Background: an optimization exercise with open tools, aiming at small area and a short achievable clock period. Do not read the settings as production practice.
In this exercise RTL edits were held to simulation tests only and were not proved equivalent to the original.
Power and IR drop assume default switching activity.

==> flow/design.v (outline; a module is shown in full before it is edited, if it fits) <==
// module fma_unpack: 84 lines
// module fma_mac: 1288 lines
// module fma_add: 78 lines
// module fma_normalize: 138 lines
// module fma_round: 60 lines
// module fp32_fma: 69 lines
module fp32_fma (
    input  logic    clk,
    input  logic    rst_n,
    input  logic    in_valid,
    input  fma_pkg::fp32_t   a,
    input  fma_pkg::fp32_t   b,
    input  fma_pkg::fp32_t   c,
    input  fma_pkg::rmode_t  rm,
    output logic    out_valid,
    output fma_pkg::fp32_t   result,
    output fma_pkg::fflags_t flags
);
  // ...
==> flow/run.sh <==
#!/bin/bash
# synth_recipe.tcl (not shown) runs the flow's synth.tcl, then flattens the netlist and writes it again
# the make line also repeats each setting of config.mk as NAME=value (left out here)
make -C /OpenROAD-flow-scripts/flow DESIGN_CONFIG=/design/flow/config.mk WORK_HOME=/design/flow/orfs CLKGATE_MAP_FILE= SYNTH_SCRIPT=/design/flow/synth_recipe.tcl finish
==> flow/config.mk <==
export PLATFORM = sky130hd
export DESIGN_NAME = fp32_fma
export DESIGN_NICKNAME = fp32_fma
export VERILOG_FILES = /design/flow/design.v
export SDC_FILE = /design/flow/constraint.sdc
export NUM_CORES = 4
export LEC_CHECK = 0
export CAP_MARGIN = 20
export CORE_MARGIN = 2
export CORE_UTILIZATION = 60
export CTS_BUF_LIST = sky130_fd_sc_hd__clkbuf_4 sky130_fd_sc_hd__clkbuf_8
export PLACE_DENSITY = 0.72
export SETUP_SLACK_MARGIN = 5
export SLEW_MARGIN = 20
==> flow/constraint.sdc <==
create_clock -name core_clock -period 10.5 [get_ports {clk}]
set_input_delay 2.1000 -clock core_clock [delete_from_list [all_inputs] [get_ports {clk}]]
set_output_delay 2.1000 -clock core_clock [all_outputs]
set_load 0.01 [all_outputs]
==> flow_summary.json, run 1 <==
{
  "synth-adder-area-share": 0.210,
  "synth-compound-area-share": 0.201,
  "final_core_util": 0.664,
  "crit_path_start": "u_normalize.frac_q[14]",
  "numClockSinks": 425,
  "fmax_mhz": 184,
  "finClkSkew_ps": 45.0,
  "gp_congestion": 1.07,
  "switching_share": 0.518,
  "multi_input_area_mm2": 0.0285,
  "status": "timing/DRC/antenna clean",
  "final_cell_mix": "dfxtp_1, nor2_1, fa_1",
  "cp_max_fo": 4,
  "crit_family": "simple AND/OR/NAND/NOR gates",
  "layout.cells.most_common": "dfxtp_1",
  "combPwrFrac": 0.687,
  "seq_area_frac_synth": 0.218,
  "tightest_slew_ps": 1120,
  "maxCapViolCount": 0,
  "route.met2.wl_um": 63400,
  "gr-usage-met2": 0.657,
  "maxPowerGroup": "combinational cells",
  "multi_input_area_share": 0.664,
  "ctsHoldBuffers": 0,
  "path_clk_slew_ps": 60,
  "diodes": 2,
  "cp.arrival_ps": 3330,
  "die-area_mm2": 0.0674,
  "antenna_found_initial": 1,
  "hold_class": "flop to flop",
  "drc_errors": 0,
  "synth_top_area_share": 0.215,
  "ant_nets": 0,
  "powerDensity_mw_per_mm2": 373,
  "avgSynthCellArea_um2": 8.63
}
==> run 2: changes to the inputs <==
--- a/flow/config.mk
+++ b/flow/config.mk
@@ -7,8 +7,8 @@
 export LEC_CHECK = 0
 export CAP_MARGIN = 20
 export CORE_MARGIN = 2
-export CORE_UTILIZATION = 60
+export CORE_UTILIZATION = 70
 export CTS_BUF_LIST = sky130_fd_sc_hd__clkbuf_4 sky130_fd_sc_hd__clkbuf_8
-export PLACE_DENSITY = 0.72
+export PLACE_DENSITY = 0.8
 export SETUP_SLACK_MARGIN = 5
 export SLEW_MARGIN = 20
==> run 2 against run 1 <==
  * Highest routed layer is now met5
  * Wire length rose by 4.1%
  * Maximum frequency is 1.8% lower
  * Hold slack worse by 22 ps
  * Die area shrank 14%
  * Global-route usage is 8.3 points higher
  * Final cell count down 2.0%
  * Still clean on timing, DRC and antenna
==> flow_summary.json, run 2 <==
{
  "ys_types": 97,
  "die_h_um": 241,
  "critical-path-slowest-cell": "or4_4",
  "cp_max_fo": 5,
  "ys_warn_count": 22,
  "ios": 140,
  "final_cell_mix": "dfxtp_1, nor2_1, fa_1",
  "die-area_mm2": 0.0579,
  "grt_max_degree": 89,
  "fin_crit_ps": 5530,
  "finalPower_uw": 16600,
  "synth_edf_count": 0,
  "synth_top_family_by_area": "adder cells",
  "synth-compound-area-share": 0.201,
  "relSlewSlack": 0.132,
  "ys_seq_elements": 425,
  "gp_congestion": 1.06,
  "drv_slew": 0,
  "row_count": 86,
  "seq_area_frac_synth": 0.218,
  "ctsHoldBuffers": 0,
  "setup_viol": 0,
  "fp.dieW_um": 241,
  "fillers": 3597,
  "cp.arrival_ps": 3430,
  "grt_overflow": 0,
  "setup_tns_ps": 0,
  "grt_pass1_wl_um": 216000,
  "synth-xor-area-share": 0.120,
  "largestRegisters": "u_add.mag_q (76), u_mac.row_a (51), u_mac.row_b (48)",
  "crit_path_end_kind": "output pin",
  "largest_register": "u_add.mag_q",
  "cts_buffers": 71,
  "drive_above_1_share": 0.0850,
  "synth_area_leaders": "dfxtp_1, fa_1, xor2_1, a22oi_1, xnor2_1",
  "ant_nets": 0,
  "yosys.area_share.simple": 0.144,
  "synth-adder-area-share": 0.210,
  "tightest_slew_ps": 1290,
  "antenna_found_initial": 5,
  "ys.flop_type": "dfxtp_1",
  "layout.cells.most_common": "dfxtp_1",
  "clockBufferDepth": 3,
  "grt_usage": 0.489,
  "grt_pass1_vias": 36500,
  "drt_wl_total_um": 144000,
  "finClkSkew_ps": 67.2,
  "powerDensity_mw_per_mm2": 388,
  "vias": 37700,
  "clock_latency_ps": 710,
  "largest_reg_flops": 76,
  "drc_errors": 0,
  "status": "timing/DRC/antenna clean",
  "path_class": "flop to output pin",
  "wl_per_cell_um": 27.1,
  "rsz0062_at_grt": "true",
  "synthMostInstantiatedCell": "dfxtp_1",
  "viasPerCell": 7.08,
  "syn-num-nets": 5114,
  "path_cells": "nand4_1, nor2_2, nand3_4, or4_4, a211oi_4, a21oi_1, a211oi_2, buf_4, clkdlybuf4s50_1",
  "seqCellArea_mm2": 0.00856,
  "numClockSinks": 425,
  "dr.pass1.iters": 10,
  "finalCritPeriodShare": 0.526,
  "maxCapViolCount": 0,
  "hpwlAfterDp_um": 99700,
  "multi_input_area_mm2": 0.0285,
  "cts_tree": "done",
  "hold_violations": 0,
  "path_clk_slew_ps": 80,
  "peakVddDrop_mv": 0.410,
  "initialDrtViolationCount": 5458,
  "synth.area.mux_share": 0.0459,
  "synthCells": 4543,
  "syn_area_mm2": 0.0392,
  "cts-htree-levels": 3,
  "synth_top_area_share": 0.215,
  "final_net_count": 5084,
  "avgSynthCellArea_um2": 8.63,
  "yosysTopAreaCell": "dfxtp_1",
  "hold_class": "flop to flop",
  "area_growth_pct": 9.34,
  "clockRootBuffer": "clkbuf_8",
  "slowest_delay_ps": 550,
  "start_util": 0.710,
  "worst_setup_path_start_kind": "flop",
  "required_ps": 8400,
  "coreArea_mm2": 0.0552,
  "synth_async_sr_flop_share": 0.00941,
  "fmax_mhz": 181,
  "synth_common_cells": "dfxtp_1, nor2_1, fa_1",
  "p_leak_uw": 0.0175,
  "io_buffer_count": 138
}
==> run 2: changes by cell type in the layout (fill, tap and decap cells not counted), sizes merged <==
cell           change
dlygate4sd2        -3
diode              +3
clkdlybuf4s50      -1
clkbuf             -2
clkinv             -7
dlymetal6s2s       +4
bufinv             +5
nor2               +1
clkinvlp           -1
inv                -2
buf                +3
==> run 2: worst max-delay path, delay by kind of cell (launching register included) <==
family	cells	cell delay, ps
flops	1	370
compound gates	3	650
buf+inv	2	680
simple gates	4	1040
==> run 2: path summary, 6_finish.rpt <==
path                                        start                     to  slack [ps]  depth (start not counted)
max in group asynchronous                   rst_n    u_normalize.valid_q        8720                          1
hold / removal                    u_add.side_q[6]  u_normalize.side_q[6]         300                          0
setup reg to reg                u_add.lim_lo_q[7]     u_normalize.huge_q        5100                         19
hold reg to reg                   u_add.side_q[6]  u_normalize.side_q[6]         300                          0
setup / recovery           u_normalize.frac_q[13]               flags[0]        4970                          9
min in group asynchronous                   rst_n       u_unpack.valid_q        1620                          1
==> run 2: routing by layer <==
layer,track usage,up-vias,share of wire
li1,-,15900,-
met1,0.566,17600,0.34
met2,0.761,3133,0.44
met3,0.143,1034,0.12
met4,0.382,4,0.10
met5,0,-,0.00019
==> run 2: layout make-up <==
type / instances / share of cell area
clock inverter: 22 / 0.00844
sequential: 425 / 0.200
tap: 748 / 0.0218
timing repair inverter: 2 / 0.000234
timing repair buffer: 236 / 0.0487
multi-input combinational: 3494 / 0.665
antenna: 5 / 0.000292
inverter: 283 / 0.0251
clock buffer: 105 / 0.0304
==> run 2: cells by family after synthesis <==
logic type,after synthesis
DFF,425
and+or+nand+nor,1153
adders and majority gates,470
AOI/OAI and AO/OA,1172
muxes,162
other,1
xor gates and xnor gates,535
buffers and inverters,625
==> run 2: report_power, final <==
group	internal, uW	leakage, uW	switching, uW
registers	2370	0.00358	1060
clock network	1000	0.000868	748
logic	4530	0.0131	6940
==> run 2: per-stage QoR <==
step,instances,worst slack [ps],utilization,hold WS (ps),cell area [um^2]
floorplan,4543,5700,-,310,39200
global placement,5161,3730,0.739,310,40800
detailed placement,5161,3410,0.739,312,40800
CTS,5297,4850,0.772,320,42600
global route,5318,4820,0.776,328,42900
finish,5320,4970,0.776,301,42900
==> run 2: what timing repair did <==
item,CTS,global route
pin swaps,7,19
endpoints found under the setup margin,161,116
gates cloned,2,1
resized for setup,59,52
buffers inserted,7,15
==> module fma_normalize, before the edit <==
module fma_normalize (
    input  logic        clk,
    input  logic        rst_n,
    input  logic        in_valid,
    input  logic [75:0] mag,
    input  logic [9:0]  lim_hi,
    input  logic [7:0]  lim_lo,
    input  logic        sign,
    input  logic        is_sub,
    input  logic [fma_pkg::SIDE_W-1:0] side_in,
    output logic        out_valid,
    output logic [24:0] frac_q,
    output logic        subnormal_q,
    output logic        sticky_q,
    output logic        zero_q,
    output logic [7:0]  vexp_q,
    output logic        huge_q,
    output logic        e254_q,
    output logic        sign_q,
    output logic        is_sub_q,
    output logic [7:0]  side_q
);
    logic [127:0] lzin;
    logic [6:0]   lz;
    always_comb begin
        lzin = '0;
        for (int i = 0; i < 76; i++) lzin[i + 52] = mag[i] | (lim_hi[i >> 3] & lim_lo[i & 7]);
        lzin[51] = 1'b1;
    end
    logic [63:0]  v1;  logic [0:0] c1 [64];
    logic [31:0]  v2;  logic [1:0] c2 [32];
    logic [15:0]  v3;  logic [2:0] c3 [16];
    logic [7:0]   v4;  logic [3:0] c4 [8];
    logic [3:0]   v5;  logic [4:0] c5 [4];
    logic [1:0]   v6;  logic [5:0] c6 [2];
    always_comb begin
        for (int i = 0; i < 64; i++) begin
            v1[i] = lzin[2*i+1] | lzin[2*i];
            c1[i] = !lzin[2*i+1];
        end
        for (int i = 0; i < 32; i++) begin
            v2[i] = v1[2*i+1] | v1[2*i];
            c2[i] = v1[2*i+1] ? {1'b0, c1[2*i+1]} : {1'b1, c1[2*i]};
        end
        for (int i = 0; i < 16; i++) begin
            v3[i] = v2[2*i+1] | v2[2*i];
            c3[i] = v2[2*i+1] ? {1'b0, c2[2*i+1]} : {1'b1, c2[2*i]};
        end
        for (int i = 0; i < 8; i++) begin
            v4[i] = v3[2*i+1] | v3[2*i];
            c4[i] = v3[2*i+1] ? {1'b0, c3[2*i+1]} : {1'b1, c3[2*i]};
        end
        for (int i = 0; i < 4; i++) begin
            v5[i] = v4[2*i+1] | v4[2*i];
            c5[i] = v4[2*i+1] ? {1'b0, c4[2*i+1]} : {1'b1, c4[2*i]};
        end
        for (int i = 0; i < 2; i++) begin
            v6[i] = v5[2*i+1] | v5[2*i];
            c6[i] = v5[2*i+1] ? {1'b0, c5[2*i+1]} : {1'b1, c5[2*i]};
        end
        lz = v6[1] ? {1'b0, c6[1]} : {1'b1, c6[0]};
    end
    logic [127:0] tzin;
    logic [6:0]   tz;
    logic [63:0]  w1;  logic [0:0] d1 [64];
    logic [31:0]  w2;  logic [1:0] d2 [32];
    logic [15:0]  w3;  logic [2:0] d3 [16];
    logic [7:0]   w4;  logic [3:0] d4 [8];
    logic [3:0]   w5;  logic [4:0] d5 [4];
    logic [1:0]   w6;  logic [5:0] d6 [2];
    always_comb begin
        tzin = '0;
        tzin[75:0] = mag;
        tzin[76]   = 1'b1;
        for (int i = 0; i < 64; i++) begin
            w1[i] = tzin[2*i+1] | tzin[2*i];
            d1[i] = !tzin[2*i];
        end
        for (int i = 0; i < 32; i++) begin
            w2[i] = w1[2*i+1] | w1[2*i];
            d2[i] = w1[2*i] ? {1'b0, d1[2*i]} : {1'b1, d1[2*i+1]};
        end
        for (int i = 0; i < 16; i++) begin
            w3[i] = w2[2*i+1] | w2[2*i];
            d3[i] = w2[2*i] ? {1'b0, d2[2*i]} : {1'b1, d2[2*i+1]};
        end
        for (int i = 0; i < 8; i++) begin
            w4[i] = w3[2*i+1] | w3[2*i];
            d4[i] = w3[2*i] ? {1'b0, d3[2*i]} : {1'b1, d3[2*i+1]};
        end
        for (int i = 0; i < 4; i++) begin
            w5[i] = w4[2*i+1] | w4[2*i];
            d5[i] = w4[2*i] ? {1'b0, d4[2*i]} : {1'b1, d4[2*i+1]};
        end
        for (int i = 0; i < 2; i++) begin
            w6[i] = w5[2*i+1] | w5[2*i];
            d6[i] = w5[2*i] ? {1'b0, d5[2*i]} : {1'b1, d5[2*i+1]};
        end
        tz = w6[0] ? {1'b0, d6[0]} : {1'b1, d6[1]};
    end
    logic [75:0]        nrm;
    logic [9:0]         e_anchor;
    logic signed [10:0] vexp;
    logic [75:0] ns [8];
    always_comb begin
        ns[0] = mag;
        for (int k = 0; k < 7; k++) begin
            ns[k+1] = lz[6-k] ? (ns[k] << (64 >> k)) : ns[k];
        end
        nrm = ns[7];
    end
    assign e_anchor = side_in[17:8];
    assign vexp     = 11'(e_anchor) - 11'(lz);
    logic signed [10:0] lz_huge, lz_254;
    logic               huge, e254;
    assign lz_huge = 11'(e_anchor) - 11'sd255;    
    assign lz_254  = 11'(e_anchor) - 11'sd254;    
    assign huge    = !lz_huge[10] && (lz_huge[9:7] != 3'b000 || lz_huge[6:0] >= lz);
    assign e254    = !lz_254[10] && lz_254[9:7] == 3'b000 && lz_254[6:0] == lz;
    logic valid_q;
    always_ff @(posedge clk or negedge rst_n) begin
        if (!rst_n) valid_q <= 1'b0;
        else        valid_q <= in_valid;
    end
    assign out_valid = valid_q;
    always_ff @(posedge clk) begin
        frac_q      <= nrm[74:50];
        subnormal_q <= !nrm[75];
        sticky_q    <= (8'(tz) + 8'(lz)) < 8'd50;
        zero_q      <= tz == 7'd76;
        vexp_q      <= vexp[7:0];
        huge_q      <= huge;
        e254_q      <= e254;
        sign_q      <= sign;
        is_sub_q    <= is_sub;
        side_q      <= side_in[7:0];
    end
endmodule
==> run 3: changes to the inputs <==
--- a/flow/design.v
+++ b/flow/design.v
@@ -1525,43 +1525,11 @@
         end
         lz = v6[1] ? {1'b0, c6[1]} : {1'b1, c6[0]};
     end
-    logic [127:0] tzin;
-    logic [6:0]   tz;
-    logic [63:0]  w1;  logic [0:0] d1 [64];
-    logic [31:0]  w2;  logic [1:0] d2 [32];
-    logic [15:0]  w3;  logic [2:0] d3 [16];
-    logic [7:0]   w4;  logic [3:0] d4 [8];
-    logic [3:0]   w5;  logic [4:0] d5 [4];
-    logic [1:0]   w6;  logic [5:0] d6 [2];
+    logic sticky, zero;
     always_comb begin
-        tzin = '0;
-        tzin[75:0] = mag;
-        tzin[76]   = 1'b1;
-        for (int i = 0; i < 64; i++) begin
-            w1[i] = tzin[2*i+1] | tzin[2*i];
-            d1[i] = !tzin[2*i];
-        end
-        for (int i = 0; i < 32; i++) begin
-            w2[i] = w1[2*i+1] | w1[2*i];
-            d2[i] = w1[2*i] ? {1'b0, d1[2*i]} : {1'b1, d1[2*i+1]};
-        end
-        for (int i = 0; i < 16; i++) begin
-            w3[i] = w2[2*i+1] | w2[2*i];
-            d3[i] = w2[2*i] ? {1'b0, d2[2*i]} : {1'b1, d2[2*i+1]};
-        end
-        for (int i = 0; i < 8; i++) begin
-            w4[i] = w3[2*i+1] | w3[2*i];
-            d4[i] = w3[2*i] ? {1'b0, d3[2*i]} : {1'b1, d3[2*i+1]};
-        end
-        for (int i = 0; i < 4; i++) begin
-            w5[i] = w4[2*i+1] | w4[2*i];
-            d5[i] = w4[2*i] ? {1'b0, d4[2*i]} : {1'b1, d4[2*i+1]};
-        end
-        for (int i = 0; i < 2; i++) begin
-            w6[i] = w5[2*i+1] | w5[2*i];
-            d6[i] = w5[2*i] ? {1'b0, d5[2*i]} : {1'b1, d5[2*i+1]};
-        end
-        tz = w6[0] ? {1'b0, d6[0]} : {1'b1, d6[1]};
+        sticky = 1'b0;
+        for (int i = 0; i < 50; i++) sticky = sticky | (mag[i] & (lz < 7'(50 - i)));
+        zero = mag == 76'h0;
     end
     logic [75:0]        nrm;
     logic [9:0]         e_anchor;
@@ -1591,8 +1559,8 @@
     always_ff @(posedge clk) begin
         frac_q      <= nrm[74:50];
         subnormal_q <= !nrm[75];
-        sticky_q    <= (8'(tz) + 8'(lz)) < 8'd50;
-        zero_q      <= tz == 7'd76;
+        sticky_q    <= sticky;
+        zero_q      <= zero;
         vexp_q      <= vexp[7:0];
         huge_q      <= huge;
         e254_q      <= e254;
--- a/flow/config.mk
+++ b/flow/config.mk
@@ -7,8 +7,8 @@
 export LEC_CHECK = 0
 export CAP_MARGIN = 20
 export CORE_MARGIN = 2
-export CORE_UTILIZATION = 70
+export CORE_UTILIZATION = 60
 export CTS_BUF_LIST = sky130_fd_sc_hd__clkbuf_4 sky130_fd_sc_hd__clkbuf_8
-export PLACE_DENSITY = 0.8
+export PLACE_DENSITY = 0.72
 export SETUP_SLACK_MARGIN = 5
 export SLEW_MARGIN = 20
==> run 3 against run 2 <==
  * Final cell count decreased by 0.83%
  * Combinational power is 9% lower
  * Clock skew decreased by 3.1 ps
  * Count of clock-buffer cells in the layout decreased by 8
  * Core utilization shrank 11 points
  * Flip-flop and latch count stayed put
  * Cell area decreased by 2.0%
  * Synthesized cell count fell by 3.4%
  * Sequential power is 4% lower
  * Wire length down 8.8%
  * Via count shrank 8.9%
  * Critical path type unchanged
  * Largest power group unchanged
  * Highest routed layer unchanged
==> flow_summary.json, run 3 <==
{
  "highest_layer": "met5",
  "powerDensity_mw_per_mm2": 366,
  "seqCellArea_mm2": 0.00856,
  "ios": 140,
  "numPlacedInstances": 5126,
  "status": "timing/DRC/antenna clean",
  "grt_max_degree": 89,
  "hold_path_depth": 0,
  "cts_tree": "done",
  "synth-adder-area-share": 0.212,
  "hold_violations": 0,
  "final_cell_mix": "dfxtp_1, a22oi_1, fa_1",
  "sequentialPowerShare": 0.213,
  "coreArea_mm2": 0.0631,
  "route.met2.wl_um": 59500,
  "final_core_util": 0.666,
  "grt_overflow": 0,
  "initialDrtViolationCount": 3833,
  "maxCapViolCount": 0,
  "synthCells": 4390,
  "clockBufferDepth": 3,
  "synth-compound-area-share": 0.198,
  "yosys.area_share.simple": 0.137,
  "switchingPower_uw": 7840,
  "r2r-start": "u_add.lim_lo_q[0]",
  "fmax_mhz": 179,
  "cts_buffers": 72,
  "clockPowerShare": 0.106,
  "p_leak_uw": 0.0171,
  "vias": 34300,
  "fin_crit_ps": 5590,
  "synth.area.mux_share": 0.0433,
  "fillers": 5339,
  "hpwlAfterDp_um": 95600,
  "largest_reg_flops": 76,
  "stdcell_count": 5276,
  "syn_area_mm2": 0.0382,
  "hold_ws_ps": 291,
  "hold_class": "flop to flop",
  "grt_pass1_wl_um": 201000,
  "synth_edf_count": 0,
  "finClkSkew_ps": 64.2,
  "seq_area_frac_synth": 0.223,
  "cp_max_fo": 4,
  "avgSynthCellArea_um2": 8.71,
  "drive_above_1_share": 0.0834,
  "drt_wl_total_um": 132000,
  "layout.cells.most_common": "dfxtp_1",
  "peakVddDrop_mv": 0.174,
  "switching_share": 0.509,
  "ys.flop_type": "dfxtp_1",
  "finalCritPeriodShare": 0.532,
  "clockRootBuffer": "clkbuf_8",
  "wl_per_cell_um": 24.9,
  "dr_wl_met3_um": 13100,
  "antenna_found_initial": 6,
  "ys_seq_elements": 425,
  "synth_common_cells": "dfxtp_1, a22oi_1, fa_1",
  "reg2reg_to": "u_normalize.sticky_q",
  "largest_register": "u_add.mag_q",
  "p_int_uw": 7550,
  "viasPerCell": 6.50,
  "multi_input_area_mm2": 0.0276,
  "final_net_count": 4940,
  "dr.pass1.iters": 7,
  "synth_area_leaders": "dfxtp_1, fa_1, xor2_1, a22oi_1, xnor2_1",
  "setup_viol": 0,
  "crit_path_end_kind": "output pin",
  "synth_async_sr_flop_share": 0.00941,
  "syn-num-nets": 4954,
  "setup_tns_ps": 0,
  "ant_nets": 0,
  "die-area_mm2": 0.0657,
  "tightest_slew_ps": 1140,
  "area_growth_pct": 9.85,
  "grt_usage": 0.393,
  "yosysTopAreaCell": "dfxtp_1",
  "synth-xor-area-share": 0.124,
  "largestRegisters": "u_add.mag_q (76), u_mac.row_a (51), u_mac.row_b (48)",
  "cts-htree-levels": 3,
  "io_buffer_count": 138,
  "fp.dieW_um": 256,
  "preCtsSetupSlack_ps": 4860,
  "r2r_cells": 15,
  "start_util": 0.606,
  "worst_setup_path_start_kind": "flop",
  "synth_top_family_by_area": "adder cells",
  "clock_latency_ps": 710,
  "wl_met1_um": 48800,
  "ys_types": 102,
  "path_clk_slew_ps": 60,
  "synth_top_area_share": 0.220,
  "drv_slew": 0,
  "row_count": 92,
  "ys_warn_count": 16,
  "numClockSinks": 425,
  "grt_pass1_vias": 34100,
  "combPwrFrac": 0.681,
  "crit_path_start": "u_normalize.sign_q",
  "relSlewSlack": 0.237,
  "required_ps": 8400,
  "cp.arrival_ps": 3490,
  "die_h_um": 256,
  "r2r_slack_ps": 5220,
  "gp_congestion": 1.06,
  "drc_errors": 0,
  "rsz0062_at_grt": "true",
  "setup_slack_ps": 4910,
  "path_class": "flop to output pin",
  "synthMostInstantiatedCell": "dfxtp_1",
  "cp-endpoint": "result[22]"
}
## run 3: critical path, stage by stage (launching register included)
cell,delay (ps)
dfxtp_2,340
xor2_1,150
nand3b_1,120
buf_4,170
a21oi_2,140
ha_2,230
ha_4,170
nand2_4,50
or3_4,340
or3_4,350
nor3_2,180
xnor2_1,110
nor2_1,100
nor2_1,40
o21bai_1,130
buf_2,140
## run 3: area by class of cell
cell class | instances | area share
multi-input cells | 3364 | 0.657
flip-flops and latches | 425 | 0.204
repair buffers | 243 | 0.0518
clock buffers | 97 | 0.0296
well taps | 846 | 0.0252
inverters | 269 | 0.0241
clock inverters | 28 | 0.00793
diodes | 3 | 0.000179
repair inverters | 1 | 0.000119
## run 3: power by group through the flow
stage | Combinational, uW | Sequential (uW) | Clock, uW
floorplan | 7270 | 2700 | 0
finish | 10500 | 3280 | 1630
detailed placement | 10200 | 3240 | 0
CTS | 10300 | 3210 | 1650
global placement | 10100 | 3250 | 0
global route | 11600 | 3300 | 1720
## run 3: how the worst min path moves through the flow
stage                             to  slack [ps]                from
2_1_floorplan        u_add.side_q[0]         310     u_mac.side_q[0]
3_3_place_gp   u_normalize.side_q[3]         310     u_add.side_q[3]
3_5_place_dp         u_add.side_q[1]         310     u_mac.side_q[1]
4_1_cts              u_mac.side_q[6]         290  u_unpack.side_q[6]
5_1_grt              u_mac.side_q[6]         310  u_unpack.side_q[6]
6_report             u_mac.side_q[6]         290  u_unpack.side_q[6]
## run 3: logic make-up after synthesis
family,Yosys count
compound gates,1147
simple gates,1067
buf+inv,602
xor+xnor,539
fa+ha+maj,462
flops,425
mux,147
other cells,1
## run 3: metal layers
metal,up-vias,global-route usage
met5,-,0
met4,4,0.253
met3,599,0.0955
met2,2096,0.631
met1,16300,0.473
li1,15300,-
## run 3: repair_timing
| item | CTS | global route |
|---|---|---|
| hold buffers | 0 | 0 |
| endpoints found under the setup margin | 23 | 116 |
| cloned | 0 | 2 |
| buffers inserted | 6 | 14 |
| pin swaps | 14 | 15 |
| resized for setup | 38 | 44 |
## run 3: metrics by stage
step / total power [uW] / area, um^2
after floorplan: 9970 / 38200
after CTS: 15100 / 41800
after global placement: 13300 / 40000
after detailed placement: 13500 / 40000
final: 15400 / 42000
after global routing: 16600 / 42000
==> run 4: changes to the inputs <==
==> flow/flow/run.sh (new file) <==
#!/bin/bash
set -euo pipefail
bash standard.sh "BUFFER_PORTS_ARGS=-buffer_cell sky130_fd_sc_hd__buf_2" finish > flow_make.log 2>&1
==> flow/standard.sh (new file) <==
#!/bin/bash
# synth_recipe.tcl (not shown) runs the flow's synth.tcl, then flattens the netlist and writes it again
# the make line also repeats each setting of config.mk as NAME=value (left out here)
make -C /OpenROAD-flow-scripts/flow DESIGN_CONFIG=/design/flow/config.mk WORK_HOME=/design/flow/orfs CLKGATE_MAP_FILE= SYNTH_SCRIPT=/design/flow/synth_recipe.tcl "${@:-finish}"
removed: flow/run.sh
==> run 4 against run 3 <==
  * Count of clock-buffer cells in the layout rose by 11
  * Combinational power barely moved
  * Flip-flop and latch count did not move
  * Cell area fell by 1.6%
  * Via count barely moved
  * Register-to-register slack improved by 50 ps
  * Maximum frequency barely moved
  * Highest routed layer unchanged
==> flow_summary.json, run 4 <==
{
  "syn_area_mm2": 0.0382,
  "relSlewSlack": 0.226,
  "grt_max_degree": 58,
  "hold_ws_ps": 325,
  "ys.flop_type": "dfxtp_1",
  "row_count": 92,
  "final_net_count": 4935,
  "initialDrtViolationCount": 4138,
  "fmax_mhz": 179,
  "synth_common_cells": "dfxtp_1, a22oi_1, fa_1",
  "required_ps": 8400,
  "fillers": 5423,
  "start_util": 0.606,
  "synth_top_area_share": 0.220,
  "crit_path_end_kind": "output pin",
  "worst_setup_path_start_kind": "flop",
  "highest_layer": "met5",
  "synthCells": 4390,
  "hold_path_depth": 0,
  "wl_met1_um": 48300,
  "critical-path-slowest-cell": "dfxtp_4",
  "hold_class": "flop to flop",
  "dr_wl_met3_um": 13300,
  "clockBufferDepth": 3,
  "drive_above_1_share": 0.108,
  "ios": 140,
  "finalCritPeriodShare": 0.532,
  "numClockSinks": 425,
  "path_buf_inv": 1,
  "layout.cells.most_common": "dfxtp_1",
  "vias": 34300,
  "largestRegisters": "u_add.mag_q (76), u_mac.row_a (51), u_mac.row_b (48)",
  "crit_path_frequent_cell": "nor2_1",
  "fin_crit_ps": 5590,
  "rsz0062_at_grt": "true",
  "maxCapViolCount": 0,
  "cp_max_fo": 4,
  "reg2reg_to": "u_normalize.sticky_q",
  "yosysTopAreaCell": "dfxtp_1",
  "path_clk_slew_ps": 60,
  "grt_pass1_wl_um": 199000,
  "powerDensity_mw_per_mm2": 375,
  "antenna_found_initial": 6,
  "r2r_slack_ps": 5270,
  "gp_congestion": 1.09,
  "min_to": "u_normalize.side_q[0]",
  "die-area_mm2": 0.0657,
  "crit_family": "simple AND/OR/NAND/NOR gates",
  "drt_wl_total_um": 130000,
  "min_from": "u_add.side_q[0]",
  "final_cell_mix": "dfxtp_1, a22oi_1, fa_1",
  "ant_nets": 0,
  "fp.dieW_um": 256,
  "synthMostInstantiatedCell": "dfxtp_1",
  "cts-htree-levels": 3,
  "seq_area_frac_synth": 0.223,
  "path_class": "flop to output pin",
  "grt_overflow": 0,
  "synth_area_leaders": "dfxtp_1, fa_1, xor2_1, a22oi_1, xnor2_1",
  "largest_reg_flops": 76,
  "synth_async_sr_flop_share": 0.00941,
  "setup_tns_ps": 0,
  "clock_latency_ps": 700,
  "wl_per_cell_um": 24.6,
  "cp.arrival_ps": 3490,
  "hold_violations": 0,
  "area_growth_pct": 8.15,
  "p_leak_uw": 0.0170,
  "peakVddDrop_mv": 0.242,
  "die_h_um": 256,
  "tightest_slew_ps": 1150,
  "syn-num-nets": 4954,
  "grt_pass1_vias": 33700,
  "dr.pass1.iters": 7,
  "setup_viol": 0,
  "slowest_delay_ps": 350,
  "drc_errors": 0,
  "io_buffer_count": 138,
  "hpwlAfterDp_um": 93800,
  "cts_buffers": 75,
  "r2r_cells": 13,
  "cts_tree": "done",
  "largest_register": "u_add.mag_q",
  "drv_slew": 0,
  "r2r-start": "u_add.lim_lo_q[3]",
  "status": "timing/DRC/antenna clean",
  "avgSynthCellArea_um2": 8.71,
  "viasPerCell": 6.50,
  "clockRootBuffer": "clkbuf_8",
  "route.met2.wl_um": 59300,
  "ys_types": 102,
  "ys_warn_count": 16,
  "path_cells": "xor2_1, nand3b_1, nor2_1, nor2_1, a21oi_2, ha_2, ha_4, nand2_4, or3_4, or3_4, nor3_2, xnor2_1, nor2_1, nor2_1, o21bai_1, buf_2",
  "ys_seq_elements": 425,
  "finClkSkew_ps": 65.2,
  "coreArea_mm2": 0.0631,
  "synth_edf_count": 0,
  "grt_usage": 0.388
}
[run 4: layer usage]
metal / global-route usage / vias up
li1: - / 15300
met1: 0.476 / 16200
met2: 0.628 / 2165
met3: 0.0836 / 598
met4: 0.236 / 6
met5: 0 / -
[run 4: worst max-delay path by stage]
| stage | from | endpoint | slack [ps] | cells past startpoint |
|---|---|---|---|---|
| final | u_normalize.side_q[5] | result[22] | 4910 | 16 |
| after global routing | u_normalize.side_q[5] | result[22] | 4710 | 16 |
| after CTS | u_normalize.side_q[5] | result[22] | 4900 | 16 |
| after detailed placement | u_unpack.prod_expo_q[0] | u_mac.row_a[24] | 4490 | 20 |
| after global placement | u_unpack.prod_expo_q[0] | u_mac.row_a[22] | 4630 | 20 |
| after floorplan | u_normalize.side_q[5] | result[22] | 5590 | 15 |
[run 4: kinds of logic (layout without fill, tap and decap cells)]
family / Yosys count / in the layout / share of synthesized area
buffers and inverters: 602 / 640 / 0.0616
adders and majority gates: 462 / 462 / 0.212
muxes: 147 / 147 / 0.0433
AOI/OAI and AO/OA: 1147 / 1147 / 0.198
xor gates and xnor gates: 539 / 539 / 0.124
and+or+nand+nor: 1067 / 1068 / 0.137
DFF: 425 / 425 / 0.223
other: 1 / 5 / 0.0000981
[run 4: power by group]
group / leakage, uW / switching (uW) / internal [uW]
Clock: 0.000895 / 748 / 1000
Sequential: 0.00358 / 888 / 2360
Combinational: 0.0125 / 6280 / 4220
[run 4: cell type report]
| class | count | area (um^2) | area share |
|---|---|---|---|
| timing repair buffer | 235 | 1460 | 0.0352 |
| clock inverter | 27 | 375 | 0.00908 |
| antenna | 4 | 10.0 | 0.000242 |
| clock buffer | 108 | 1360 | 0.0329 |
| inverter | 269 | 1010 | 0.0245 |
| tap | 846 | 1060 | 0.0256 |
| sequential | 425 | 8540 | 0.207 |
| timing repair inverter | 1 | 5.00 | 0.000121 |
| multi-input combinational | 3364 | 27500 | 0.666 |
[run 4: per-stage QoR]
stage | area, um^2 | power, uW | instances | setup slack [ps] | util
after detailed placement | 39400 | 13400 | 5127 | 4490 | 0.624
after global routing | 41300 | 16700 | 5276 | 4710 | 0.655
after CTS | 41300 | 15200 | 5274 | 4900 | 0.655
after floorplan | 38200 | 9970 | 4390 | 5590 | -
final | 41300 | 15500 | 5279 | 4910 | 0.655
after global placement | 39400 | 13200 | 5127 | 4630 | 0.624
[run 4: what timing repair did]
item,4_1_cts,5_1_grt
pin swaps,9,7
setup buffers,10,0
resized for setup,18,8
hold buffers,0,0
endpoints found under the setup margin,43,107
cloned,2,1
==> module fma_round, before the edit <==
module fma_round (
    input  logic        [24:0] frac,        
    input  logic        subnormal,
    input  logic        sticky,
    input  logic        zero,
    input  logic [7:0]  vexp,
    input  logic        huge,
    input  logic        e254,
    input  logic        sign,
    input  logic        is_sub,
    input  logic [7:0]  side_in,
    output fma_pkg::fp32_t   result,
    output fma_pkg::fflags_t flags
);
    function automatic logic round_up(fma_pkg::rmode_t mode, logic sgn, logic lsb,
                                      logic guard, logic stk);
        case (mode)
            fma_pkg::RM_RNE: round_up = guard & (lsb | stk);    
            fma_pkg::RM_RMM: round_up = guard;                  
            fma_pkg::RM_RDN: round_up = sgn & (guard | stk);
            fma_pkg::RM_RUP: round_up = !sgn & (guard | stk);
            default:         round_up = 1'b0;                   
        endcase
    endfunction
    fma_pkg::rmode_t rm;
    logic            prod_sign, sp_nan, sp_inf, inf_sign, invalid;
    assign {rm, prod_sign, sp_nan, sp_inf, inf_sign, invalid} = side_in;
    logic        round_away, carry, u_round_away, u_carry;
    logic [22:0] res_mant;
    logic [7:0]  res_expo;
    logic        dir_is_away, huge_is_inf;
    logic        overflow, underflow, inexact;
    fma_pkg::fp32_t huge_val;
    assign round_away = round_up(rm, sign, frac[2], frac[1], frac[0] | sticky);
    assign carry      = (&frac[24:2]) & round_away;
    assign u_round_away = round_up(rm, sign, frac[1], frac[0], sticky);
    assign u_carry      = (&frac[24:1]) & u_round_away;
    assign res_mant = frac[24:2] + {22'h0, round_away};    
    assign res_expo = (subnormal ? 8'h00 : vexp) + {7'b0, carry};
    assign dir_is_away = (rm == fma_pkg::RM_RDN && sign) || (rm == fma_pkg::RM_RUP && !sign);
    assign huge_is_inf = rm == fma_pkg::RM_RNE || rm == fma_pkg::RM_RMM || dir_is_away;
    assign huge_val    = huge_is_inf ? {sign, 8'hff, 23'h0} : {sign, 8'hfe, {23{1'b1}}};
    always_comb begin
        if (sp_nan) begin
            result = fma_pkg::CANON_NAN;
        end else if (sp_inf) begin
            result = {inf_sign, 8'hff, 23'h0};
        end else if (huge) begin
            result = huge_val;
        end else if (zero) begin
            result = {is_sub ? rm == fma_pkg::RM_RDN : prod_sign, 31'h0};
        end else begin
            result = {sign, res_expo, res_mant};
        end
    end
    assign overflow  = !sp_nan && !sp_inf && (huge || (e254 && carry));
    assign inexact   = !sp_nan && !sp_inf && (overflow || frac[1] || frac[0] || sticky);
    assign underflow = inexact && subnormal && !u_carry;
    assign flags     = {invalid, 1'b0, overflow, underflow, inexact};   
endmodule
==> run 5: changes to the inputs <==
--- a/flow/design.v
+++ b/flow/design.v
@@ -1607,8 +1607,13 @@
     assign carry      = (&frac[24:2]) & round_away;
     assign u_round_away = round_up(rm, sign, frac[1], frac[0], sticky);
     assign u_carry      = (&frac[24:1]) & u_round_away;
-    assign res_mant = frac[24:2] + {22'h0, round_away};    
-    assign res_expo = (subnormal ? 8'h00 : vexp) + {7'b0, carry};
+    logic [22:0] mant_inc;
+    logic [7:0]  e_base, e_inc;
+    assign mant_inc = frac[24:2] + 23'd1;
+    assign e_base   = subnormal ? 8'h00 : vexp;
+    assign e_inc    = e_base + 8'd1;
+    assign res_mant = round_away ? mant_inc : frac[24:2];    
+    assign res_expo = carry ? e_inc : e_base;
     assign dir_is_away = (rm == fma_pkg::RM_RDN && sign) || (rm == fma_pkg::RM_RUP && !sign);
     assign huge_is_inf = rm == fma_pkg::RM_RNE || rm == fma_pkg::RM_RMM || dir_is_away;
     assign huge_val    = huge_is_inf ? {sign, 8'hff, 23'h0} : {sign, 8'hfe, {23{1'b1}}};
==> run 5 against run 4 <==
  * Via count grew 0.89%
  * Area after synthesis up 0.91%
  * Count of clock-buffer cells in the layout fell by 11
  * Clock power about the same
  * First-iteration DRC count up 8.5%
  * Wire length grew 2.7%
  * Total power decreased by 0.15%
  * Worst setup slack improved by 250 ps
  * Non-clock buffer count fell by 1
  * Core utilization rose by 0.11 points
  * Hold slack got worse by 11 ps
  * Flip-flop and latch count unchanged
  * Critical endpoint unchanged
  * Highest routed layer unchanged
==> flow_summary.json, run 5 <==
{
  "status": "timing/DRC/antenna clean",
  "route.met2.wl_um": 59600,
  "clock_latency_ps": 720,
  "antenna_found_initial": 3,
  "hpwlAfterDp_um": 96100,
  "tightest_slew_ps": 1210,
  "row_count": 92,
  "setup_tns_ps": 0,
  "r2r-start": "u_add.lim_lo_q[1]",
  "grt_usage": 0.397,
  "final_net_count": 4951,
  "cp_max_fo": 6,
  "rsz0062_at_grt": "false",
  "fp.dieW_um": 258,
  "dr_wl_met3_um": 14300,
  "seq_area_frac_synth": 0.221,
  "coreArea_mm2": 0.0633,
  "min_from": "u_add.side_q[4]",
  "grt_overflow": 0,
  "yosysTopAreaCell": "dfxtp_1",
  "worst_setup_path_start_kind": "flop",
  "finClkSkew_ps": 59.9,
  "dr.pass1.iters": 6,
  "viasPerCell": 6.55,
  "ant_nets": 0,
  "fin_crit_ps": 5340,
  "finalCritPeriodShare": 0.509,
  "drc_errors": 0,
  "synthMostInstantiatedCell": "dfxtp_1",
  "seqCellArea_mm2": 0.00855,
  "switching_share": 0.512,
  "r2r_slack_ps": 5170,
  "r2r_cells": 13,
  "gp_congestion": 1.07,
  "path_cells": "nand2b_2, nor3_1, o22a_2, and3_4, nor2b_4, nand2b_1, or3_1, a21oi_2, nor2_1, o21bai_1, buf_2",
  "grt_max_degree": 100,
  "p_int_uw": 7540,
  "io_buffer_count": 138,
  "clockPowerShare": 0.111,
  "setup_slack_ps": 5160,
  "preCtsSetupSlack_ps": 4470,
  "layout.cells.most_common": "dfxtp_1",
  "grt_pass1_vias": 34000,
  "cts_tree": "done",
  "syn-num-nets": 4972,
  "cts_buffers": 72,
  "slowest_delay_ps": 380,
  "wl_per_cell_um": 25.2,
  "hold_class": "flop to flop",
  "cp.arrival_ps": 3240,
  "largestRegisters": "u_add.mag_q (76), u_mac.row_a (51), u_mac.row_b (48)",
  "die-area_mm2": 0.0663,
  "final_cell_mix": "dfxtp_1, xor2_1, nand2_1",
  "relSlewSlack": 0.189,
  "crit_family": "simple AND/OR/NAND/NOR gates",
  "die_h_um": 258,
  "grt_pass1_wl_um": 203000,
  "sequentialPowerShare": 0.212,
  "synth_top_area_share": 0.218,
  "drive_above_1_share": 0.111,
  "synth_async_sr_flop_share": 0.00941,
  "ys_warn_count": 16,
  "synth_area_leaders": "dfxtp_1, fa_1, xor2_1, a22oi_1, xnor2_1",
  "path_buf_inv": 1,
  "reg2reg_to": "u_normalize.sticky_q",
  "critical-path-slowest-cell": "or3_1",
  "ys_types": 108,
  "syn_area_mm2": 0.0386,
  "path_clk_slew_ps": 60,
  "crit_path_end_kind": "output pin",
  "largest_register": "u_add.mag_q",
  "min_to": "u_normalize.side_q[4]",
  "initialDrtViolationCount": 4491,
  "powerDensity_mw_per_mm2": 372,
  "fillers": 5353,
  "synth_common_cells": "dfxtp_1, xor2_1, nand2_1",
  "hold_violations": 0,
  "combPwrFrac": 0.676,
  "multi_input_area_mm2": 0.0279,
  "ys_seq_elements": 425,
  "p_leak_uw": 0.0171,
  "drt_wl_total_um": 133000,
  "drv_slew": 0,
  "maxCapViolCount": 0,
  "cts-htree-levels": 3,
  "area_growth_pct": 7.75,
  "highest_layer": "met5",
  "ys.flop_type": "dfxtp_1",
  "required_ps": 8400,
  "start_util": 0.609,
  "peakVddDrop_mv": 0.204,
  "ios": 140,
  "largest_reg_flops": 76,
  "clockRootBuffer": "clkbuf_8",
  "fmax_mhz": 187,
  "wl_met1_um": 48800,
  "path_class": "flop to output pin",
  "numClockSinks": 425,
  "synthCells": 4410,
  "hold_path_depth": 0,
  "synth_edf_count": 0,
  "setup_viol": 0,
  "avgSynthCellArea_um2": 8.75,
  "vias": 34600,
  "switchingPower_uw": 7930,
  "clockBufferDepth": 3
}
[run 5: changes by cell type after synthesis, sizes merged, moves of 11 or more]
cell and change:
a211oi +11, a21oi -33, a22oi -11, buf +12, clkbuf -15, inv -12, nand2 +46, nor3 +20
o21ai -15, xnor2 -33, xor2 +31
[run 5: timing repair]
item / 4_1_cts / 5_1_grt
endpoints found under the setup margin: 100 / 129
pin swaps: 1 / 5
buffers inserted: 4 / 8
hold buffers: 0 / 0
resized for setup: 12 / 21
hold endpoints to repair: 0 / 0
gates cloned: 0 / 1
[run 5: cells by family (layout without fill, tap and decap cells)]
family | count (synthesis) | after routing | share of synthesized area
adder cells (fa/ha/maj) | 461 | 461 | 0.210
flip-flops | 425 | 425 | 0.221
buffers and inverters | 587 | 617 | 0.0611
XOR/XNOR | 537 | 537 | 0.122
multiplexers | 161 | 161 | 0.0469
AND/OR/NAND/NOR | 1121 | 1121 | 0.142
other | 1 | 3 | 0.0000972
AO/OA/AOI/OAI | 1117 | 1117 | 0.196
[run 5: final cells by class]
cell class / count / share of cell area
Multi-Input combinational cell: 3398 / 0.670
Timing Repair inverter: 1 / 0.000181
Inverter: 257 / 0.0234
Clock buffer: 97 / 0.0299
Clock inverter: 28 / 0.0102
Sequential cell: 425 / 0.206
Timing Repair Buffer: 234 / 0.0350
Tap cell: 846 / 0.0255
Antenna cell: 2 / 0.000120
[run 5: power by group through the flow]
stage / clock (uW) / sequential (uW) / combinational (uW)
3_5_place_dp: 0 / 3240 / 10100
2_1_floorplan: 0 / 2690 / 7280
4_1_cts: 1750 / 3210 / 10200
5_1_grt: 1820 / 3290 / 11500
6_report: 1720 / 3280 / 10500
3_3_place_gp: 0 / 3250 / 9920
[run 5: per-layer routing]
layer | vias up | global-route usage
met1 | 16200 | 0.485
met4 | 2 | 0.267
met5 | - | 0
met3 | 678 | 0.0972
met2 | 2441 | 0.622
li1 | 15300 | -
[run 5: how the worst max path moves through the flow]
stage                            startpoint              end  depth (start not counted)
CTS                   u_normalize.side_q[7]       result[22]                         11
finish                u_normalize.side_q[7]       result[22]                         11
floorplan             u_normalize.side_q[7]       result[28]                         12
global route          u_normalize.side_q[7]         flags[1]                         12
detailed placement  u_unpack.prod_expo_q[0]  u_mac.row_a[50]                         18
global placement    u_unpack.prod_expo_q[0]   u_mac.row_a[5]                         18
[run 5: stage by stage]
| stage | power [uW] | hold WS, ps | instance area, um^2 | std cells | utilization |
|---|---|---|---|---|---|
| floorplan | 9980 | 310 | 38600 | 4410 | - |
| global placement | 13200 | 310 | 39700 | 5148 | 0.626 |
| detailed placement | 13400 | 312 | 39700 | 5148 | 0.626 |
| CTS | 15100 | 314 | 41400 | 5277 | 0.654 |
| global route | 16700 | 321 | 41600 | 5288 | 0.657 |
| finish | 15500 | 314 | 41600 | 5288 | 0.657 |
==> run 6: changes to the inputs <==
==> flow/run.sh (new file) <==
#!/bin/bash
# synth_recipe.tcl (not shown) runs the flow's synth.tcl, then flattens the netlist and writes it again
# the make line also repeats each setting of config.mk as NAME=value (left out here)
make -C /OpenROAD-flow-scripts/flow DESIGN_CONFIG=/design/flow/config.mk WORK_HOME=/design/flow/orfs CLKGATE_MAP_FILE= SYNTH_SCRIPT=/design/flow/synth_recipe.tcl finish
removed: flow/flow/run.sh
removed: flow/standard.sh
==> run 6 against run 5 <==
  * Combinational power hardly changed
  * Critical path type unchanged
  * Worst setup slack lost 61 ps
  * Clock power down 5%
  * Clock skew fell by 14 ps
  * Largest cell class unchanged
  * Still clean
  * Hold slack lost 13 ps
  * Via count is 0.18% lower
  * Critical path depth unchanged
  * Cell area up 1.5%
==> flow_summary.json, run 6 <==
{
  "status": "timing/DRC/antenna clean",
  "crit_path_end_kind": "output pin",
  "path_clk_slew_ps": 60,
  "clock_latency_ps": 720,
  "r2r_slack_ps": 5180,
  "drv_slew": 0,
  "avgSynthCellArea_um2": 8.75,
  "cp.arrival_ps": 3300,
  "largestRegisters": "u_add.mag_q (76), u_mac.row_a (51), u_mac.row_b (48)",
  "drc_errors": 0,
  "p_leak_uw": 0.0171,
  "synth_top_area_share": 0.218,
  "fin_crit_ps": 5400,
  "design_area_mm2": 0.0422,
  "cp_max_fo": 6,
  "synth_async_sr_flop_share": 0.00941,
  "syn-num-nets": 4972,
  "finalCritPeriodShare": 0.514,
  "ys_seq_elements": 425,
  "numClockSinks": 425,
  "finClkSkew_ps": 45.6,
  "grt_pass1_wl_um": 201000,
  "cts_buffers": 73,
  "seqCellArea_mm2": 0.00854,
  "setup_tns_ps": 0,
  "post_dp_cell_area_mm2": 0.0403,
  "drt_wl_total_um": 132000,
  "synth_area_leaders": "dfxtp_1, fa_1, xor2_1, a22oi_1, xnor2_1",
  "yosysTopAreaCell": "dfxtp_1",
  "final_cell_mix": "dfxtp_1, xor2_1, nand2_1",
  "largest_reg_flops": 76,
  "critical-path-slowest-cell": "clkdlybuf4s50_1",
  "antenna_found_initial": 4,
  "dr.pass1.iters": 9,
  "stdcell_count": 5294,
  "rsz0062_at_grt": "false",
  "wl_per_cell_um": 24.9,
  "row_count": 92,
  "multi_input_area_mm2": 0.0279,
  "hpwlAfterDp_um": 95700,
  "final_net_count": 4950,
  "cts_tree": "done",
  "vias": 34600,
  "fillers": 5311,
  "numPlacedInstances": 5148,
  "grt_pass1_vias": 33600,
  "maxCapViolCount": 0,
  "r2r_cells": 15,
  "die_h_um": 258,
  "slowest_delay_ps": 520,
  "grt_overflow": 0,
  "ys_types": 108,
  "ys.flop_type": "dfxtp_1",
  "hold_ws_ps": 301,
  "clockRootBuffer": "clkbuf_8",
  "layout.cells.most_common": "dfxtp_1",
  "synth_common_cells": "dfxtp_1, xor2_1, nand2_1",
  "required_ps": 8400,
  "largest_register": "u_add.mag_q",
  "path_cells": "xnor2_1, nor3_2, o22a_2, and3_4, nor2b_4, nand2b_4, nor2_4, a21oi_1, a211oi_2, buf_4, clkdlybuf4s50_1",
  "relSlewSlack": 0.168,
  "start_util": 0.609,
  "hold_class": "flop to flop",
  "cts-htree-levels": 3,
  "synthMostInstantiatedCell": "dfxtp_1",
  "grt_usage": 0.391,
  "setup_viol": 0,
  "fp.dieW_um": 258,
  "ctsHoldBuffers": 0,
  "worst_setup_path_start_kind": "flop",
  "initialDrtViolationCount": 4452,
  "synth_edf_count": 0,
  "ios": 140,
  "hold_violations": 0,
  "syn_area_mm2": 0.0386,
  "fmax_mhz": 185,
  "viasPerCell": 6.53,
  "ant_nets": 0,
  "area_growth_pct": 9.36,
  "path_class": "flop to output pin",
  "clockBufferDepth": 3,
  "gp_congestion": 1.06,
  "drive_above_1_share": 0.0803,
  "die-area_mm2": 0.0663,
  "io_buffer_count": 138,
  "synthCells": 4410,
  "coreArea_mm2": 0.0633,
  "hold_path_depth": 0,
  "tightest_slew_ps": 1230,
  "grt_max_degree": 70,
  "seq_area_frac_synth": 0.221,
  "ys_warn_count": 16,
  "peakVddDrop_mv": 0.200,
  "powerDensity_mw_per_mm2": 366
}
[run 6: cell counts after synthesis]
Identical to the previous run, type by type.
[run 6: kinds of logic after synthesis]
logic type | count (synthesis) | share of synthesized area
adder cells (fa/ha/maj) | 461 | 0.210
AND/OR/NAND/NOR | 1121 | 0.142
flip-flops | 425 | 0.221
AO/OA/AOI/OAI | 1117 | 0.196
multiplexers | 161 | 0.0469
XOR/XNOR | 537 | 0.122
other | 1 | 0.0000972
buffers and inverters | 587 | 0.0611
[run 6: where the power goes]
| part | internal, uW | switching [uW] |
|---|---|---|
| Combinational | 4300 | 6250 |
| Clock | 875 | 755 |
| Sequential | 2350 | 922 |
| Total | 7530 | 7930 |
[run 6: area by class of cell]
type,instances,share of cell area
Multi-Input combinational cell,3398,0.661
Sequential cell,425,0.202
Timing Repair Buffer,232,0.0506
Timing Repair inverter,1,0.000178
Tap cell,846,0.0251
Inverter,257,0.0230
Clock inverter,25,0.00501
Antenna cell,2,0.000119
Clock buffer,108,0.0330
[run 6: worst paths after layout]
kind                                    start                   end
max                        u_normalize.sign_q              flags[0]
min reg2reg                u_unpack.side_q[4]       u_mac.side_q[4]
max reg2reg                 u_add.lim_lo_q[2]  u_normalize.sticky_q
min in group asynchronous               rst_n         u_mac.valid_q
max in group asynchronous               rst_n   u_normalize.valid_q
min                        u_unpack.side_q[4]       u_mac.side_q[4]
[run 6: stage by stage]
stage,util,total power (uW),setup WS [ps]
after floorplan,-,9980,5670
after global placement,0.637,13300,4650
after detailed placement,0.637,13500,4470
after CTS,0.665,15100,4830
after global routing,0.666,16600,4960
final,0.666,15500,5100
[run 6: critical path, delay by kind of cell, from the launching register on]
kind	cells	cell delay, ps
xor+xnor	1	190
simple gates	5	830
buf+inv	2	670
flops	1	340
compound gates	3	570
[run 6: what timing repair did]
action	4_1_cts	5_1_grt
setup buffers	9	1
resized for setup	21	22
endpoints found under the setup margin	106	151
pin swaps	5	2
gates cloned	0	1
[run 6: routing by layer]
metal  GRT usage  wire (um)  vias to the layer above
met5           0          0                        -
li1            -          -                    15400
met3      0.0821      13600                      641
met4       0.231       9470                        0
met1       0.481      48800                    16200
met2       0.637      60100                     2333
==> module fp32_fma, before the edit <==
module fp32_fma (
    input  logic    clk,
    input  logic    rst_n,
    input  logic    in_valid,
    input  fma_pkg::fp32_t   a,
    input  fma_pkg::fp32_t   b,
    input  fma_pkg::fp32_t   c,
    input  fma_pkg::rmode_t  rm,
    output logic    out_valid,
    output fma_pkg::fp32_t   result,
    output fma_pkg::fflags_t flags
);
    localparam int SW = fma_pkg::SIDE_W;
    logic        v1;
    logic [23:0] ma1, mc1;
    logic [12:0] b_one1;
    logic [11:0] b_two1, b_neg1;
    logic signed [10:0] prod_expo1;
    logic [7:0]  ec1;
    logic        prod_zero1, is_sub1;
    logic [7:0]  side1;
    logic        v2;
    logic [50:0] row_a2, row_b2;
    logic        s3_2, sp2, kill2;
    logic [75:51] x_hi2;
    logic        is_sub2;
    logic [SW-1:0] side2;
    logic        v3;
    logic [75:0] mag3;
    logic [9:0]  lim_hi3;
    logic [7:0]  lim_lo3;
    logic        sign3, is_sub3;
    logic [SW-1:0] side3;
    logic [24:0] frac4;
    logic        subnormal4, sticky4, zero4, huge4, e254_4, sign4, is_sub4;
    logic [7:0]  vexp4, side4;
    fma_unpack u_unpack (
        .clk(clk), .rst_n(rst_n), .in_valid(in_valid), .a(a), .b(b), .c(c), .rm(rm),
        .out_valid(v1), .ma_q(ma1), .b_one_q(b_one1), .b_two_q(b_two1), .b_neg_q(b_neg1),
        .mc_q(mc1), .prod_expo_q(prod_expo1), .ec_q(ec1), .prod_zero_q(prod_zero1),
        .is_sub_q(is_sub1), .side_q(side1)
    );
    fma_mac u_mac (
        .clk(clk), .rst_n(rst_n), .in_valid(v1), .ma(ma1), .b_one(b_one1), .b_two(b_two1),
        .b_neg(b_neg1), .mc(mc1), .prod_expo(prod_expo1), .ec(ec1), .prod_zero(prod_zero1),
        .is_sub(is_sub1),
        .side_in(side1), .out_valid(v2), .row_a(row_a2), .row_b(row_b2),
        .s3_q(s3_2), .sp_q(sp2), .kill_q(kill2),
        .x_hi(x_hi2), .is_sub_q(is_sub2), .side_q(side2)
    );
    fma_add u_add (
        .clk(clk), .rst_n(rst_n), .in_valid(v2), .row_a(row_a2), .row_b(row_b2),
        .s3(s3_2), .sp(sp2), .kill(kill2), .x_hi(x_hi2), .is_sub(is_sub2), .side_in(side2),
        .out_valid(v3), .mag_q(mag3), .lim_hi_q(lim_hi3), .lim_lo_q(lim_lo3),
        .sign_q(sign3), .is_sub_q(is_sub3), .side_q(side3)
    );
    fma_normalize u_normalize (
        .clk(clk), .rst_n(rst_n), .in_valid(v3), .mag(mag3), .lim_hi(lim_hi3),
        .lim_lo(lim_lo3), .sign(sign3), .is_sub(is_sub3), .side_in(side3),
        .out_valid(out_valid), .frac_q(frac4), .subnormal_q(subnormal4), .sticky_q(sticky4),
        .zero_q(zero4), .vexp_q(vexp4), .huge_q(huge4), .e254_q(e254_4), .sign_q(sign4),
        .is_sub_q(is_sub4), .side_q(side4)
    );
    fma_round u_round (
        .frac(frac4), .subnormal(subnormal4), .sticky(sticky4), .zero(zero4),
        .vexp(vexp4), .huge(huge4), .e254(e254_4), .sign(sign4), .is_sub(is_sub4),
        .side_in(side4), .result(result), .flags(flags)
    );
endmodule
==> run 7: changes to the inputs <==
--- a/flow/design.v
+++ b/flow/design.v
@@ -1482,7 +1482,6 @@
     output logic        huge_q,
     output logic        e254_q,
     output logic        sign_q,
-    output logic        is_sub_q,
     output logic [7:0]  side_q
 );
     logic [127:0] lzin;
@@ -1542,6 +1541,8 @@
         end
         nrm = ns[7];
     end
+    fma_pkg::rmode_t rm;
+    assign rm       = side_in[7:5];
     assign e_anchor = side_in[17:8];
     assign vexp     = 11'(e_anchor) - 11'(lz);
     logic signed [10:0] lz_huge, lz_254;
@@ -1565,8 +1566,9 @@
         huge_q      <= huge;
         e254_q      <= e254;
         sign_q      <= sign;
-        is_sub_q    <= is_sub;
-        side_q      <= side_in[7:0];
+        side_q      <= {rm == fma_pkg::RM_RNE, rm == fma_pkg::RM_RMM,
+                        (rm == fma_pkg::RM_RDN && sign) || (rm == fma_pkg::RM_RUP && !sign),
+                        is_sub ? rm == fma_pkg::RM_RDN : side_in[4], side_in[3:0]};
     end
 endmodule
 `timescale 1ns/1ps
@@ -1579,33 +1581,23 @@
     input  logic        huge,
     input  logic        e254,
     input  logic        sign,
-    input  logic        is_sub,
-    input  logic [7:0]  side_in,
+    input  logic [7:0]  side_in,      
     output fma_pkg::fp32_t   result,
     output fma_pkg::fflags_t flags
 );
-    function automatic logic round_up(fma_pkg::rmode_t mode, logic sgn, logic lsb,
-                                      logic guard, logic stk);
-        case (mode)
-            fma_pkg::RM_RNE: round_up = guard & (lsb | stk);    
-            fma_pkg::RM_RMM: round_up = guard;                  
-            fma_pkg::RM_RDN: round_up = sgn & (guard | stk);
-            fma_pkg::RM_RUP: round_up = !sgn & (guard | stk);
-            default:         round_up = 1'b0;                   
-        endcase
-    endfunction
-    fma_pkg::rmode_t rm;
-    logic            prod_sign, sp_nan, sp_inf, inf_sign, invalid;
-    assign {rm, prod_sign, sp_nan, sp_inf, inf_sign, invalid} = side_in;
+    logic m_rne, m_rmm, m_away, zsign, sp_nan, sp_inf, inf_sign, invalid;
+    assign {m_rne, m_rmm, m_away, zsign, sp_nan, sp_inf, inf_sign, invalid} = side_in;
     logic        round_away, carry, u_round_away, u_carry;
     logic [22:0] res_mant;
     logic [7:0]  res_expo;
-    logic        dir_is_away, huge_is_inf;
+    logic        huge_is_inf;
     logic        overflow, underflow, inexact;
     fma_pkg::fp32_t huge_val;
-    assign round_away = round_up(rm, sign, frac[2], frac[1], frac[0] | sticky);
+    assign round_away = (m_rne & frac[1] & (frac[2] | frac[0] | sticky)) | (m_rmm & frac[1])
+                      | (m_away & (frac[1] | frac[0] | sticky));
     assign carry      = (&frac[24:2]) & round_away;
-    assign u_round_away = round_up(rm, sign, frac[1], frac[0], sticky);
+    assign u_round_away = (m_rne & frac[0] & (frac[1] | sticky)) | (m_rmm & frac[0])
+                        | (m_away & (frac[0] | sticky));
     assign u_carry      = (&frac[24:1]) & u_round_away;
     logic [22:0] mant_inc;
     logic [7:0]  e_base, e_inc;
@@ -1614,8 +1606,7 @@
     assign e_inc    = e_base + 8'd1;
     assign res_mant = round_away ? mant_inc : frac[24:2];    
     assign res_expo = carry ? e_inc : e_base;
-    assign dir_is_away = (rm == fma_pkg::RM_RDN && sign) || (rm == fma_pkg::RM_RUP && !sign);
-    assign huge_is_inf = rm == fma_pkg::RM_RNE || rm == fma_pkg::RM_RMM || dir_is_away;
+    assign huge_is_inf = m_rne | m_rmm | m_away;
     assign huge_val    = huge_is_inf ? {sign, 8'hff, 23'h0} : {sign, 8'hfe, {23{1'b1}}};
     always_comb begin
         if (sp_nan) begin
@@ -1625,7 +1616,7 @@
         end else if (huge) begin
             result = huge_val;
         end else if (zero) begin
-            result = {is_sub ? rm == fma_pkg::RM_RDN : prod_sign, 31'h0};
+            result = {zsign, 31'h0};
         end else begin
             result = {sign, res_expo, res_mant};
         end
@@ -1670,7 +1661,7 @@
     logic        sign3, is_sub3;
     logic [SW-1:0] side3;
     logic [24:0] frac4;
-    logic        subnormal4, sticky4, zero4, huge4, e254_4, sign4, is_sub4;
+    logic        subnormal4, sticky4, zero4, huge4, e254_4, sign4;
     logic [7:0]  vexp4, side4;
     fma_unpack u_unpack (
         .clk(clk), .rst_n(rst_n), .in_valid(in_valid), .a(a), .b(b), .c(c), .rm(rm),
@@ -1697,11 +1688,10 @@
         .lim_lo(lim_lo3), .sign(sign3), .is_sub(is_sub3), .side_in(side3),
         .out_valid(out_valid), .frac_q(frac4), .subnormal_q(subnormal4), .sticky_q(sticky4),
         .zero_q(zero4), .vexp_q(vexp4), .huge_q(huge4), .e254_q(e254_4), .sign_q(sign4),
-        .is_sub_q(is_sub4), .side_q(side4)
+        .side_q(side4)
     );
     fma_round u_round (
         .frac(frac4), .subnormal(subnormal4), .sticky(sticky4), .zero(zero4),
-        .vexp(vexp4), .huge(huge4), .e254(e254_4), .sign(sign4), .is_sub(is_sub4),
-        .side_in(side4), .result(result), .flags(flags)
+        .vexp(vexp4), .huge(huge4), .e254(e254_4), .sign(sign4), .side_in(side4), .result(result), .flags(flags)
     );
 endmodule
==> flow/flow/run.sh (new file) <==
#!/bin/bash
set -euo pipefail
bash standard.sh "BUFFER_PORTS_ARGS=-buffer_cell sky130_fd_sc_hd__buf_2" finish > flow_make.log 2>&1
==> flow/standard.sh (new file) <==
#!/bin/bash
# synth_recipe.tcl (not shown) runs the flow's synth.tcl, then flattens the netlist and writes it again
# the make line also repeats each setting of config.mk as NAME=value (left out here)
make -C /OpenROAD-flow-scripts/flow DESIGN_CONFIG=/design/flow/config.mk WORK_HOME=/design/flow/orfs CLKGATE_MAP_FILE= SYNTH_SCRIPT=/design/flow/synth_recipe.tcl "${@:-finish}"
removed: flow/run.sh
==> run 7 against run 6 <==
  * Hold slack better by 3.1 ps
  * Clock power is 6% higher
  * Flip-flop and latch count is 1 lower
  * Register-to-register slack better by 80 ps
  * Global-route usage is 0.51 points higher
  * Critical path depth is 1 higher
  * Wire length is 1.1% higher
  * Final cell count is 0.19% lower
  * Total power is 2.2% higher
  * Sequential share of layout area is 0.11 points higher
  * Die area is 0.77% higher
  * Clock skew is 14 ps higher
==> flow_summary.json, run 7 <==
{
  "switching_share": 0.506,
  "required_ps": 8400,
  "hold_ws_ps": 304,
  "synth_area_leaders": "dfxtp_1, fa_1, xor2_1, a22oi_1, xnor2_1",
  "finalPower_uw": 15800,
  "drt_wl_total_um": 133000,
  "fin_crit_ps": 5270,
  "sequentialPowerShare": 0.206,
  "drv_slew": 0,
  "largestRegisters": "u_add.mag_q (76), u_mac.row_a (51), u_mac.row_b (48)",
  "clock_latency_ps": 710,
  "start_util": 0.605,
  "antenna_found_initial": 1,
  "relSlewSlack": 0.193,
  "worst_setup_path_start_kind": "flop",
  "cp.arrival_ps": 3170,
  "p_leak_uw": 0.0174,
  "path_clk_slew_ps": 60,
  "clockBufferDepth": 3,
  "drive_above_1_share": 0.117,
  "grt_usage": 0.397,
  "crit_path_end_kind": "output pin",
  "io_buffer_count": 138,
  "viasPerCell": 6.55,
  "peakVddDrop_mv": 0.289,
  "hold_violations": 0,
  "gp_congestion": 1.06,
  "area_growth_pct": 7.70,
  "layout.cells.most_common": "dfxtp_1",
  "cp_max_fo": 4,
  "p_int_uw": 7790,
  "synth_async_sr_flop_share": 0.00943,
  "finClkSkew_ps": 59.4,
  "ys.flop_type": "dfxtp_1",
  "powerDensity_mw_per_mm2": 377,
  "maxCapViolCount": 0,
  "final_net_count": 4934,
  "grt_overflow": 0,
  "die-area_mm2": 0.0669,
  "seq_area_frac_synth": 0.219,
  "grt_max_degree": 96,
  "preCtsSetupSlack_ps": 4580,
  "syn_area_mm2": 0.0389,
  "numClockSinks": 424,
  "cts_tree": "done",
  "design_area_mm2": 0.0419,
  "ys_seq_elements": 424,
  "largest_reg_flops": 76,
  "coreArea_mm2": 0.0642,
  "initialDrtViolationCount": 4479,
  "ys_warn_count": 16,
  "path_class": "flop to output pin",
  "fp.dieW_um": 259,
  "switchingPower_uw": 7990,
  "clockPowerShare": 0.110,
  "ios": 140,
  "synthCells": 4402,
  "rsz0062_at_grt": "false",
  "avgSynthCellArea_um2": 8.83,
  "setup_slack_ps": 5230,
  "synth_common_cells": "dfxtp_1, xor2_1, fa_1",
  "drc_errors": 0,
  "largest_register": "u_add.mag_q",
  "dr.pass1.iters": 6,
  "synthMostInstantiatedCell": "dfxtp_1",
  "r2r_slack_ps": 5260,
  "grt_pass1_vias": 34400,
  "grt_pass1_wl_um": 205000,
  "fmax_mhz": 190,
  "setup_viol": 0,
  "ys_types": 96,
  "yosysTopAreaCell": "dfxtp_1",
  "status": "timing/DRC/antenna clean",
  "setup_tns_ps": 0,
  "clockRootBuffer": "clkbuf_8",
  "combPwrFrac": 0.684,
  "hpwlAfterDp_um": 98200,
  "tightest_slew_ps": 1210,
  "vias": 34600,
  "ant_nets": 0,
  "wl_per_cell_um": 25.2,
  "finalCritPeriodShare": 0.502,
  "post_dp_cell_area_mm2": 0.0400,
  "hold_class": "flop to flop",
  "cts-htree-levels": 3,
  "synth_top_area_share": 0.216,
  "syn-num-nets": 4964,
  "die_h_um": 259,
  "final_cell_mix": "dfxtp_1, xor2_1, fa_1",
  "cts_buffers": 72,
  "row_count": 93,
  "synth_edf_count": 0
}
==> run 7: power groups by stage <==
stage	clock network (uW)	registers, uW	logic [uW]
floorplan	0	2690	7640
global placement	0	3210	10400
detailed placement	0	3210	10600
CTS	1760	3170	10600
global route	1830	3250	12000
finish	1730	3250	10800
==> run 7: worst paths after layout <==
check	from	endpoint	cells past startpoint
worst max-delay path	u_normalize.frac_q[6]	result[30]	12
worst min-delay path	u_unpack.side_q[6]	u_mac.side_q[6]	0
worst max register to register	u_unpack.prod_expo_q[0]	u_mac.row_a[21]	17
worst min register to register	u_unpack.side_q[6]	u_mac.side_q[6]	0
max in group asynchronous	rst_n	u_normalize.valid_q	1
min in group asynchronous	rst_n	u_mac.valid_q	1
==> run 7: cell families after synthesis <==
kind of cell             count (synthesis)  synth area share
AND/OR/NAND/NOR                       1032             0.135
multiplexers                           205            0.0568
XOR/XNOR                               538             0.121
flip-flops                             424             0.219
adder cells (fa/ha/maj)                460             0.208
AO/OA/AOI/OAI                         1125             0.198
other                                    1         0.0000964
buffers and inverters                  617            0.0618
==> run 7: stage by stage <==
| step | util | cells |
|---|---|---|
| final | 0.652 | 5284 |
| after global routing | 0.652 | 5283 |
| after detailed placement | 0.623 | 5146 |
| after global placement | 0.623 | 5146 |
| after CTS | 0.651 | 5281 |
| after floorplan | - | 4402 |
==> run 7: repair_timing <==
action,in CTS,in global routing
pin swaps,3,2
setup buffers,5,1
hold buffers,0,0
cloned,1,0
gates resized for setup,6,16
setup endpoints to repair,45,64
==> run 7: worst max-delay path: stages, from the launching register on <==
cell and delay, ps:
dfxtp_1 360, and3_4 220, and4_2 270, and4_2 270
nand4_1 150, nor2_2 180, nand2_2 110, nor2_4 120
and4_4 260, nand3_1 90, xor2_1 150, o21ai_0 130
buf_2 150
==> run 7: metal layers <==
metal  share of wire  global-route usage
met1            0.37               0.487
met2            0.46               0.647
met3           0.097              0.0796
met4           0.067               0.234
met5               0                   0
==> run 7: layout make-up <==
type | count | area (um^2)
antenna | 2 | 5.00
clock buffer | 100 | 1280
clock inverter | 29 | 417
fill | 5506 | 22400
inverter | 277 | 1050
multi-input combinational | 3362 | 28100
sequential | 424 | 8520
tap | 855 | 1070
timing repair buffer | 235 | 1440

Check on run 7: ideal ports give 5.232 ns setup slack; a clkbuf_16 on the clock port and buf_2 on the inputs give 5.163 ns; moving port delays by the midpoint clock arrival (0.749 ns) as well gives 5.259 ns.
